This design comes from an exercise in tuning for small area, a short achievable clock period and few clock cycles per item on the open sky130 flow, not from production work.
Function was checked by simulation only, so behaviour that the tests miss may differ from the original.

== v14 ==
==> flow/design.v <==
package grr_pkg;
  localparam int CFG_W = 5;
  localparam logic [CFG_W-1:0] GROUP_SIZE_RESET = 5'd2;
  typedef struct packed {
    logic valid;
    logic bank;
  } bank_rel_t;
  function automatic logic [CFG_W-1:0] eff_group(input logic [CFG_W-1:0] gs,
                                                 input int unsigned max_group);
    if (gs == '0) begin
      eff_group = CFG_W'(1);
    end else if (32'(gs) > max_group) begin
      eff_group = CFG_W'(max_group);
    end else begin
      eff_group = gs;
    end
  endfunction
endpackage
module group_reverse_reorder_unit #(
  parameter int MAX_GROUP  = 16,
  parameter int WORD_WIDTH = 32
) (
  input  logic                                     clk,
  input  logic                                     rst,
  input  logic                                     cfg_we,
  input  logic [grr_pkg::CFG_W-1:0]                cfg_data,
  input  logic                                     s_tvalid,
  output logic                                     s_tready,
  input  logic [((WORD_WIDTH + 7) / 8) * 8 - 1:0]  s_tdata,   
  input  logic                                     s_tlast,
  output logic                                     m_tvalid,
  input  logic                                     m_tready,
  output logic [((WORD_WIDTH + 7) / 8) * 8 - 1:0]  m_tdata,   
  output logic                                     m_tlast
);
  localparam int TDATA_W = ((WORD_WIDTH + 7) / 8) * 8;
  localparam int NS      = (MAX_GROUP > 1) ? MAX_GROUP : 2;
  localparam int AW      = $clog2(NS);
  localparam int KW      = ($clog2(MAX_GROUP + 1) > grr_pkg::CFG_W) ?
                           $clog2(MAX_GROUP + 1) : grr_pkg::CFG_W;
  typedef struct packed {
    logic [AW-1:0] start;
    logic          dir;
    logic [AW-1:0] left;
    logic          fin;
  } desc_t;
  logic [grr_pkg::CFG_W-1:0] group_size;
  logic [WORD_WIDTH-1:0] mem [NS];
  logic [NS-1:0]         occ;        
  logic [AW-1:0]         wp;         
  logic [AW-1:0]         wp_step;    
  logic                  wd;         
  logic [AW-1:0]         gstart;     
  logic [AW-1:0]         fill;       
  logic                  fz;         
  logic                  wf;         
  logic                  rdy;
  logic                  ract;
  logic [NS-1:0]         rsel;       
  logic                  rdir;
  logic [AW-1:0]         rleft;      
  logic                  rl;         
  logic                  rfin;
  logic                  pv0;
  logic                  pv1;
  desc_t                 p0;
  desc_t                 p1;
  logic                  ov;
  logic [WORD_WIDTH-1:0] odata;
  logic                  olast;
  logic                  close;
  logic                  accept;
  logic                  oload;
  logic                  rd_fire;
  logic                  take;
  logic                  bypass;
  logic                  turn;
  logic                  newd_v;
  desc_t                 newd;
  desc_t                 nxt;
  logic [AW-1:0]         wp_back;
  logic [AW-1:0]         fill_n;
  logic                  pv0_n;
  logic                  pv1_n;
  logic                  free_n;
  logic [NS-1:0]         rsel_n;
  logic [WORD_WIDTH-1:0] rd_word;
  logic                  k1;         
  logic                  wf2;        
  assign k1       = (grr_pkg::eff_group(group_size, MAX_GROUP) == grr_pkg::CFG_W'(1));
  assign wf2      = (KW'(fill) + KW'(2)) >= KW'(grr_pkg::eff_group(group_size, MAX_GROUP));
  assign close    = wf || s_tlast;
  assign accept   = s_tvalid && rdy;
  assign oload    = !ov || m_tready;
  assign rd_fire  = oload && ract;
  assign take     = !ract || (rd_fire && rl);
  assign bypass   = accept && (wf || (s_tlast && fz)) && !ract && oload;
  assign turn     = bypass && wf;
  assign wp_back  = wd ? (wp + AW'(1)) : (wp - AW'(1));
  always_comb begin
    newd_v     = accept && close && !(bypass && fz);
    newd.start = gstart;
    newd.dir   = wd;
    newd.left  = fill;
    newd.fin   = s_tlast;
    if (wf) begin
      newd.dir = !wd;
      if (bypass) begin
        newd.start = wp_back;
        newd.left  = fill - AW'(1);
      end else begin
        newd.start = wp;
      end
    end
  end
  assign nxt = pv0 ? p0 : newd;
  always_comb begin
    pv0_n = pv0;
    pv1_n = pv1;
    if (take) begin
      if (pv0) begin
        pv0_n = pv1 || newd_v;
        pv1_n = pv1 && newd_v;
      end
    end else if (newd_v) begin
      if (pv0) begin
        pv1_n = 1'b1;
      end else begin
        pv0_n = 1'b1;
      end
    end
  end
  always_comb begin
    if (accept && !turn) begin
      free_n = !occ[wp_step] || (rd_fire && rsel[wp_step]);
    end else if (accept) begin
      free_n = 1'b1;
    end else begin
      free_n = !occ[wp] || (rd_fire && rsel[wp]);
    end
  end
  always_comb begin
    fill_n = fill;
    if (accept) begin
      fill_n = close ? '0 : (fill + AW'(1));
    end
  end
  logic [NS-1:0] dec_wp;
  logic [NS-1:0] dec_back;
  logic [NS-1:0] dec_gs;
  logic [NS-1:0] dec_p0;
  logic [NS-1:0] dec_new;
  always_comb begin
    dec_wp = '0;
    dec_wp[wp] = 1'b1;
    dec_gs = '0;
    dec_gs[gstart] = 1'b1;
    dec_p0 = '0;
    dec_p0[p0.start] = 1'b1;
    dec_back = wd ? {dec_wp[NS-2:0], dec_wp[NS-1]} : {dec_wp[0], dec_wp[NS-1:1]};
    dec_new = !wf ? dec_gs : (bypass ? dec_back : dec_wp);
    rsel_n = rsel;
    if (take) begin
      rsel_n = pv0 ? dec_p0 : (newd_v ? dec_new : '0);
    end else if (rd_fire) begin
      rsel_n = rdir ? {rsel[0], rsel[NS-1:1]} : {rsel[NS-2:0], rsel[NS-1]};
    end
  end
  always_comb begin
    rd_word = ract ? '0 : s_tdata[WORD_WIDTH-1:0];
    for (int i = 0; i < NS; i++) begin
      rd_word = rd_word | ({WORD_WIDTH{rsel[i]}} & mem[i]);
    end
  end
  always_ff @(posedge clk) begin
    if (rst) begin
      group_size <= grr_pkg::GROUP_SIZE_RESET;
    end else if (cfg_we) begin
      group_size <= cfg_data;
    end
  end
  always_ff @(posedge clk) begin
    if (accept) begin
      mem[wp] <= s_tdata[WORD_WIDTH-1:0];
    end
  end
  always_ff @(posedge clk) begin
    if (rst) begin
      occ    <= '0;
      wp     <= '0;
      wp_step <= AW'(1);
      wd     <= 1'b0;
      gstart <= '0;
      fill   <= '0;
      fz     <= 1'b1;
      wf     <= 1'b0;
      rdy    <= 1'b1;
      ract   <= 1'b0;
      rsel   <= '0;
      pv0    <= 1'b0;
      pv1    <= 1'b0;
      ov     <= 1'b0;
    end else begin
      for (int i = 0; i < NS; i++) begin
        if (rd_fire && rsel[i]) begin
          occ[i] <= 1'b0;
        end
        if (accept && !bypass && wp == AW'(i)) begin
          occ[i] <= 1'b1;
        end
      end
      if (accept && !turn) begin
        wp      <= wp_step;
        wp_step <= wd ? (wp_step - AW'(1)) : (wp_step + AW'(1));
      end
      if (turn) begin
        wd      <= !wd;
        wp_step <= wp_back;
      end
      if (accept && close) begin
        gstart <= turn ? wp : wp_step;
      end
      fill <= fill_n;
      fz   <= (fill_n == '0);
      if (cfg_we) begin
        wf <= (KW'(fill) + KW'(1)) >= KW'(grr_pkg::eff_group(cfg_data, MAX_GROUP));
      end else if (accept) begin
        wf <= close ? k1 : wf2;
      end
      rdy  <= free_n && !pv1_n;
      pv0  <= pv0_n;
      pv1  <= pv1_n;
      if (take) begin
        ract <= pv0 || newd_v;
      end
      rsel <= rsel_n;
      if (oload) begin
        ov <= ract || bypass;
      end
    end
  end
  always_ff @(posedge clk) begin
    if (take) begin
      rdir  <= nxt.dir;
      rleft <= nxt.left;
      rl    <= (nxt.left == '0);
      rfin  <= nxt.fin;
    end else if (rd_fire) begin
      rleft <= rleft - AW'(1);
      rl    <= (rleft == AW'(1));
    end
    if (take ? pv0 : (newd_v && !pv0)) begin
      p0 <= (take && pv1) ? p1 : newd;
    end
    if (newd_v) begin
      p1 <= newd;
    end
    if (oload && (ract || bypass)) begin
      odata <= rd_word;
      olast <= ract ? (rfin && rl) : (s_tlast && fz);
    end
  end
  assign s_tready = rdy;
  assign m_tvalid = ov;
  assign m_tdata  = TDATA_W'(odata);
  assign m_tlast  = olast;
endmodule
clock: 4.5 ns
lec_check: 0
cap_margin: 20
core_margin: 2
core_utilization: 60
cts_cluster_diameter: 50
cts_cluster_size: 40
place_density: 0.72
setup_slack_margin: 2.5
slew_margin: 20
tns_end_percent: 10
run.sh (not shown) runs the stock make flow with config.mk's settings and CLKGATE_MAP_FILE= SYNTH_SCRIPT=/design/flow/synth_recipe.tcl, a recipe that flattens the netlist after the stock synthesis.
Testbench counts of v14, summed over its fixed seeds: cycles 12,252, items 11,992.
Input changes introduced in v28 (baseline for comparison: v14):
--- a/flow/design.v
+++ b/flow/design.v
@@ -48,6 +48,5 @@
   logic [WORD_WIDTH-1:0] mem [NS];
   logic [NS-1:0]         occ;        
-  logic [AW-1:0]         wp;         
-  logic [AW-1:0]         wp_step;    
+  logic [NS-1:0]         wsel;       
   logic                  wd;         
   logic [AW-1:0]         gstart;     
@@ -79,4 +78,8 @@
   desc_t                 newd;
   desc_t                 nxt;
+  logic [NS-1:0]         wstep;      
+  logic [NS-1:0]         wback;      
+  logic [AW-1:0]         wp;
+  logic [AW-1:0]         wp_step;
   logic [AW-1:0]         wp_back;
   logic [AW-1:0]         fill_n;
@@ -97,5 +100,16 @@
   assign bypass   = accept && (wf || (s_tlast && fz)) && !ract && oload;
   assign turn     = bypass && wf;
-  assign wp_back  = wd ? (wp + AW'(1)) : (wp - AW'(1));
+  assign wstep    = wd ? {wsel[0], wsel[NS-1:1]} : {wsel[NS-2:0], wsel[NS-1]};
+  assign wback    = wd ? {wsel[NS-2:0], wsel[NS-1]} : {wsel[0], wsel[NS-1:1]};
+  always_comb begin
+    wp      = '0;
+    wp_step = '0;
+    wp_back = '0;
+    for (int i = 0; i < NS; i++) begin
+      wp      = wp      | (wsel[i]  ? AW'(i) : '0);
+      wp_step = wp_step | (wstep[i] ? AW'(i) : '0);
+      wp_back = wp_back | (wback[i] ? AW'(i) : '0);
+    end
+  end
   always_comb begin
     newd_v     = accept && close && !(bypass && fz);
@@ -133,9 +147,9 @@
   always_comb begin
     if (accept && !turn) begin
-      free_n = !occ[wp_step] || (rd_fire && rsel[wp_step]);
+      free_n = !(|(occ & wstep)) || (rd_fire && |(rsel & wstep));
     end else if (accept) begin
       free_n = 1'b1;
     end else begin
-      free_n = !occ[wp] || (rd_fire && rsel[wp]);
+      free_n = !(|(occ & wsel)) || (rd_fire && |(rsel & wsel));
     end
   end
@@ -152,11 +166,10 @@
   logic [NS-1:0] dec_new;
   always_comb begin
-    dec_wp = '0;
-    dec_wp[wp] = 1'b1;
+    dec_wp = wsel;
     dec_gs = '0;
     dec_gs[gstart] = 1'b1;
     dec_p0 = '0;
     dec_p0[p0.start] = 1'b1;
-    dec_back = wd ? {dec_wp[NS-2:0], dec_wp[NS-1]} : {dec_wp[0], dec_wp[NS-1:1]};
+    dec_back = wback;
     dec_new = !wf ? dec_gs : (bypass ? dec_back : dec_wp);
     rsel_n = rsel;
@@ -181,6 +194,8 @@
   end
   always_ff @(posedge clk) begin
-    if (accept) begin
-      mem[wp] <= s_tdata[WORD_WIDTH-1:0];
+    for (int i = 0; i < NS; i++) begin
+      if (accept && wsel[i]) begin
+        mem[i] <= s_tdata[WORD_WIDTH-1:0];
+      end
     end
   end
@@ -188,6 +203,5 @@
     if (rst) begin
       occ    <= '0;
-      wp     <= '0;
-      wp_step <= AW'(1);
+      wsel   <= NS'(1);
       wd     <= 1'b0;
       gstart <= '0;
@@ -206,15 +220,13 @@
           occ[i] <= 1'b0;
         end
-        if (accept && !bypass && wp == AW'(i)) begin
+        if (accept && !bypass && wsel[i]) begin
           occ[i] <= 1'b1;
         end
       end
       if (accept && !turn) begin
-        wp      <= wp_step;
-        wp_step <= wd ? (wp_step - AW'(1)) : (wp_step + AW'(1));
+        wsel <= wstep;
       end
       if (turn) begin
-        wd      <= !wd;
-        wp_step <= wp_back;
+        wd <= !wd;
       end
       if (accept && close) begin
Results
- The number of routed nets with antenna violations on v28 is in line with that on v14.
- v28 reports its worst setup path endpoint as m_tdata[10] while v14 reports mem[12][10].
- After detailed routing, v14 needs more wire than v28.
- v28 vs. v14: setup slack grew by 0.051 ns, total of cells resized after clock tree synthesis grew by about 6%, buffers plus inverters on the worst setup path shrank by 2.
- Number of nets in the layout essentially unchanged between v28 and v14.
Testbench counts of v28, summed over its fixed seeds: cycles 12,252, items 11,992.

## static timing again, ports no longer ideal
Ports are ideal in the flow. The routed layouts listed here were re-timed in OpenROAD.
Step 1 assumes that a clkbuf_16 drives the clock port and a buf_2 every other input.
Step 2 times the ports against the registers' clock, not the clock port: input delays grow and output delays shrink by t, the midpoint of the rising clock arrivals with the driver on.
a / b / c = ideal ports / drivers / drivers and shift; a / b = the first two.
run	t, ns	setup WS [ns]	slew at the worst register clock pin (ns)
v14	0.661	2.272 / 2.220 / 1.702	0.09 / 0.09
v28	0.653	2.323 / 2.266 / 1.786	0.10 / 0.10
After both steps every run listed still meets setup and hold. The setup slack of v14, which loses most, moves by -0.052 ns with the drivers and by -0.570 ns with both steps.
